From an optimization exercise on the open Yosys and OpenROAD flow, aimed at small area; shortcuts taken in it are not production practice.
In this exercise RTL edits were held to simulation tests only and were not proved equivalent to the original.
Power figures rest on the tool's default switching activity, not on a simulated workload.

==> inputs of job 9463 <==
==> flow/design.v (excerpt) <==
module prbs_link_top (
   input  logic                    clkout1,
   input  logic                    link_down_latched_reset_sync,
   input  logic                    i_force_error,
   output logic [28*(8+1)-1:0] o_tx_lanes,
   input  logic [28*(8+1)-1:0] i_rx_lanes,
   output logic [1:0]              o_status
);
==> module lane_delay_line, before the edit <==
module lane_delay_line (
   input  logic                  clkout1,
   input  logic                  link_down_latched_reset_sync,
   input  logic                  i_bit0,
   input  logic [28*7-1:0] i_lane_hi,
   output logic [28*(8+1)-1:0] o_lanes
);
   logic [4:0]              age_q;
   logic [28-1:0]     bit0_q;
   always_ff @(posedge clkout1) begin
      if (link_down_latched_reset_sync) begin
         age_q <= '0;
      end else if (age_q != 5'd29) begin
         age_q <= age_q + 1'b1;
      end
   end
   always_ff @(posedge clkout1) begin
      bit0_q <= {bit0_q[28-2:0], i_bit0};
   end
   for (genvar k = 0; k < 28; k++) begin : g_lane
      assign o_lanes[k*(8+1) +: (8+1)] =
         {(age_q >= 5'(k + 2)), i_lane_hi[k*7 +: 7], bit0_q[k]};
   end
endmodule
export LEC_CHECK = 0
export CAP_MARGIN = 20
export CORE_MARGIN = 2
export CORE_UTILIZATION = 40
export PLACE_DENSITY = 0.6
export SLEW_MARGIN = 20
create_clock -name core_clock -period 4.0 [get_ports {clkout1}]
standard.sh (not shown) runs the stock make flow with config.mk's settings and CLKGATE_MAP_FILE= SYNTH_SCRIPT=/design/flow/synth_recipe.tcl, a recipe that flattens the netlist after the stock synthesis.
==> flow/flow/run.sh <==
#!/bin/bash
# The standard layout with three changes:
#  - synthesis is the standard flow's own script (synth_recipe.tcl) with ABC run on an
#    area-recovering script (flow/abc_area.script) instead of ORFS's speed
#    script; flip-flops are mapped before ABC, so the registers are unchanged;
#  - the port buffers use the smallest buffer cell instead of the delay buffer
#    buffer_ports picks by default;
#  - the clock tree uses smaller buffers and no dummy loads.
set -euo pipefail
here=$(pwd)
{
  echo "proc abc {args} {"
  echo "  set i [lsearch \$args -script]"
  echo "  if {\$i >= 0} { lset args [expr {\$i + 1}] $here/flow/abc_area.script }"
  echo "  yosys abc {*}\$args"
  echo "}"
  cat synth_recipe.tcl
} > own_synth.tcl
bash standard.sh \
  "SYNTH_SCRIPT=$here/own_synth.tcl" \
  "BUFFER_PORTS_ARGS=-buffer_cell sky130_fd_sc_hd__buf_1" \
  "CTS_ARGS=-sink_clustering_enable -repair_clock_nets -dont_use_dummy_load -buf_list {sky130_fd_sc_hd__clkbuf_8} -sink_clustering_size 20 -sink_clustering_max_diameter 60" \
  finish > flow_make.log 2>&1
==> flow/flow/abc_area.script <==
&get -n
&st
&dch
&nf -R 1000
&st
&syn2
&if -g -K 6
&synch2
&nf -R 1000
&st
&syn2
&if -g -K 6
&synch2
&nf -R 1000
&st
&dch -f
&nf -R 1000
&put
topo
stime -c
==> inputs of job 1087, as changes to job 9463 <==
--- a/flow/design.v
+++ b/flow/design.v
@@ -345,5 +345,5 @@
       if (link_down_latched_reset_sync) begin
          age_q <= '0;
-      end else if (age_q != 5'd29) begin
+      end else if (age_q != 5'd31) begin
          age_q <= age_q + 1'b1;
       end
==> flow/flow/run.sh (replaced) <==
#!/bin/bash
# The standard layout, with the port buffers made from the smallest buffer
# cell instead of the delay buffer buffer_ports picks by default, and a clock
# tree of smaller buffers without dummy loads.
set -euo pipefail
bash standard.sh \
  "BUFFER_PORTS_ARGS=-buffer_cell sky130_fd_sc_hd__buf_1" \
  "CTS_ARGS=-sink_clustering_enable -repair_clock_nets -dont_use_dummy_load -buf_list {sky130_fd_sc_hd__clkbuf_8} -sink_clustering_size 16 -sink_clustering_max_diameter 50" \
  finish > flow_make.log 2>&1
removed: flow/flow/abc_area.script
==> inputs of job 186, as changes to job 9463 <==
--- a/flow/design.v
+++ b/flow/design.v
@@ -345,5 +345,5 @@
       if (link_down_latched_reset_sync) begin
          age_q <= '0;
-      end else if (age_q != 5'd29) begin
+      end else if (age_q != 5'd31) begin
          age_q <= age_q + 1'b1;
       end
==> flow/flow/run.sh (replaced) <==
#!/bin/bash
# The standard layout, with the port buffers made from the smallest buffer
# cell instead of the delay buffer buffer_ports picks by default, and a clock
# tree of smaller buffers without dummy loads.
set -euo pipefail
bash standard.sh \
  "BUFFER_PORTS_ARGS=-buffer_cell sky130_fd_sc_hd__buf_1" \
  "CTS_ARGS=-sink_clustering_enable -repair_clock_nets -dont_use_dummy_load -buf_list {sky130_fd_sc_hd__clkbuf_16} -sink_clustering_size 30 -sink_clustering_max_diameter 60" \
  finish > flow_make.log 2>&1
removed: flow/flow/abc_area.script
==> inputs of job 3846, as changes to job 9463 <==
--- a/flow/design.v
+++ b/flow/design.v
@@ -345,5 +345,5 @@
       if (link_down_latched_reset_sync) begin
          age_q <= '0;
-      end else if (age_q != 5'd29) begin
+      end else if (age_q != 5'd31) begin
          age_q <= age_q + 1'b1;
       end
==> flow/flow/run.sh (replaced) <==
#!/bin/bash
# The standard layout, with the port buffers made from the smallest buffer
# cell instead of the delay buffer buffer_ports picks by default, and a clock
# tree of smaller buffers without dummy loads.
set -euo pipefail
bash standard.sh \
  "BUFFER_PORTS_ARGS=-buffer_cell sky130_fd_sc_hd__buf_1" \
  "CTS_ARGS=-sink_clustering_enable -repair_clock_nets -dont_use_dummy_load -buf_list {sky130_fd_sc_hd__clkbuf_4 sky130_fd_sc_hd__clkbuf_8} -sink_clustering_size 20 -sink_clustering_max_diameter 60" \
  finish > flow_make.log 2>&1
--- a/flow/config.mk
+++ b/flow/config.mk
@@ -8,5 +8,5 @@
 export CAP_MARGIN = 20
 export CORE_MARGIN = 2
-export CORE_UTILIZATION = 40
-export PLACE_DENSITY = 0.6
+export CORE_UTILIZATION = 60
+export PLACE_DENSITY = 0.8
 export SLEW_MARGIN = 20
removed: flow/flow/abc_area.script
==> comparison table <==
|  | job 9463 | job 1087 | job 186 | job 3846 |
|---|---|---|---|---|
| Wire length per cell after detailed routing | 16.1 um | 15.2 um | 15.3 um | 19.0 um |
| Comb. pwr | 9010 uW | 8740 uW | 8750 uW | 9910 uW |
| Signal buffers share of area | 14.3% | 13.8% | 13.6% | 14.3% |
| Switching part of the total | 51.9% | 50.8% | 49.7% | 54.6% |
| Syn nets | 1518 | 1572 | 1572 | 1572 |
| Comb_multi_in | 763 | 780 | 780 | 780 |
| Number of non-filler instances in the completed layout | 2019 | 2051 | 2041 | 1920 |
| Compound-cell area share of the yosys netlist | 7.19% | 5.23% | 5.23% | 5.23% |
| Number of global-route vias before repair | 9195 | 9269 | 9233 | 9914 |
| Routing usage on met1 | 23.6% | 20.6% | 20.9% | 32.0% |
| DR iter-0 viols | 323 | 348 | 379 | 429 |
| Die outline height | 182 um | 184 um | 184 um | 151 um |
| Final net count | 1878 | 1907 | 1900 | 1905 |
| Result of the run | complete, no violations | complete, no violations | complete, no violations | complete, no violations |
| Relative area change from synthesis to final layout | 11.7% | 10.4% | 11.6% | 8.68% |
| Number of stages on the worst hold path | 1 | 1 | 0 | 1 |
| Portion of the layout cell area used by clock cells | 2.54% | 2.89% | 3.99% | 2.16% |
| Final RePlAce weighted congestion | 0.910 | 0.839 | 0.839 | 0.885 |
| Antenna diodes | 2 | 6 | 3 | 4 |
| Core area | 31300 um2 | 31700 um2 | 31700 um2 | 21100 um2 |
| Top cell type's share of synthesized area | 43.7% | 42.8% | 42.8% | 42.8% |
| Initial antenna violation count | 4 | 6 | 4 | 4 |

-- afterwards: timing with drivers on the ports --
The results above use ideal ports. As a check the final layouts listed here were re-extracted and re-timed, cells and wires unchanged. Step 1 assumes that a clkbuf_16 drives the clock port and a buf_2 every other input. Step 2 times the ports against the registers' clock, not the clock port: input delays grow and output delays shrink by t, the midpoint of the rising clock arrivals with the driver on. Three values: ideal, step 1, step 2; two values: the first two.
run	shift t [ns]	setup WS [ns]	hold slack, ns
job 9463	0.594	0.490 / 0.442 / 0.654	0.326 / 0.312 / 0.326
job 1087	0.596	0.269 / 0.223 / 0.780	0.328 / 0.314 / 0.354
job 186	0.540	0.333 / 0.283 / 0.824	0.334 / 0.334 / 0.334
job 3846	0.575	0.459 / 0.412 / 0.987	0.335 / 0.320 / 0.337
After both steps setup and hold are still met in every run listed.
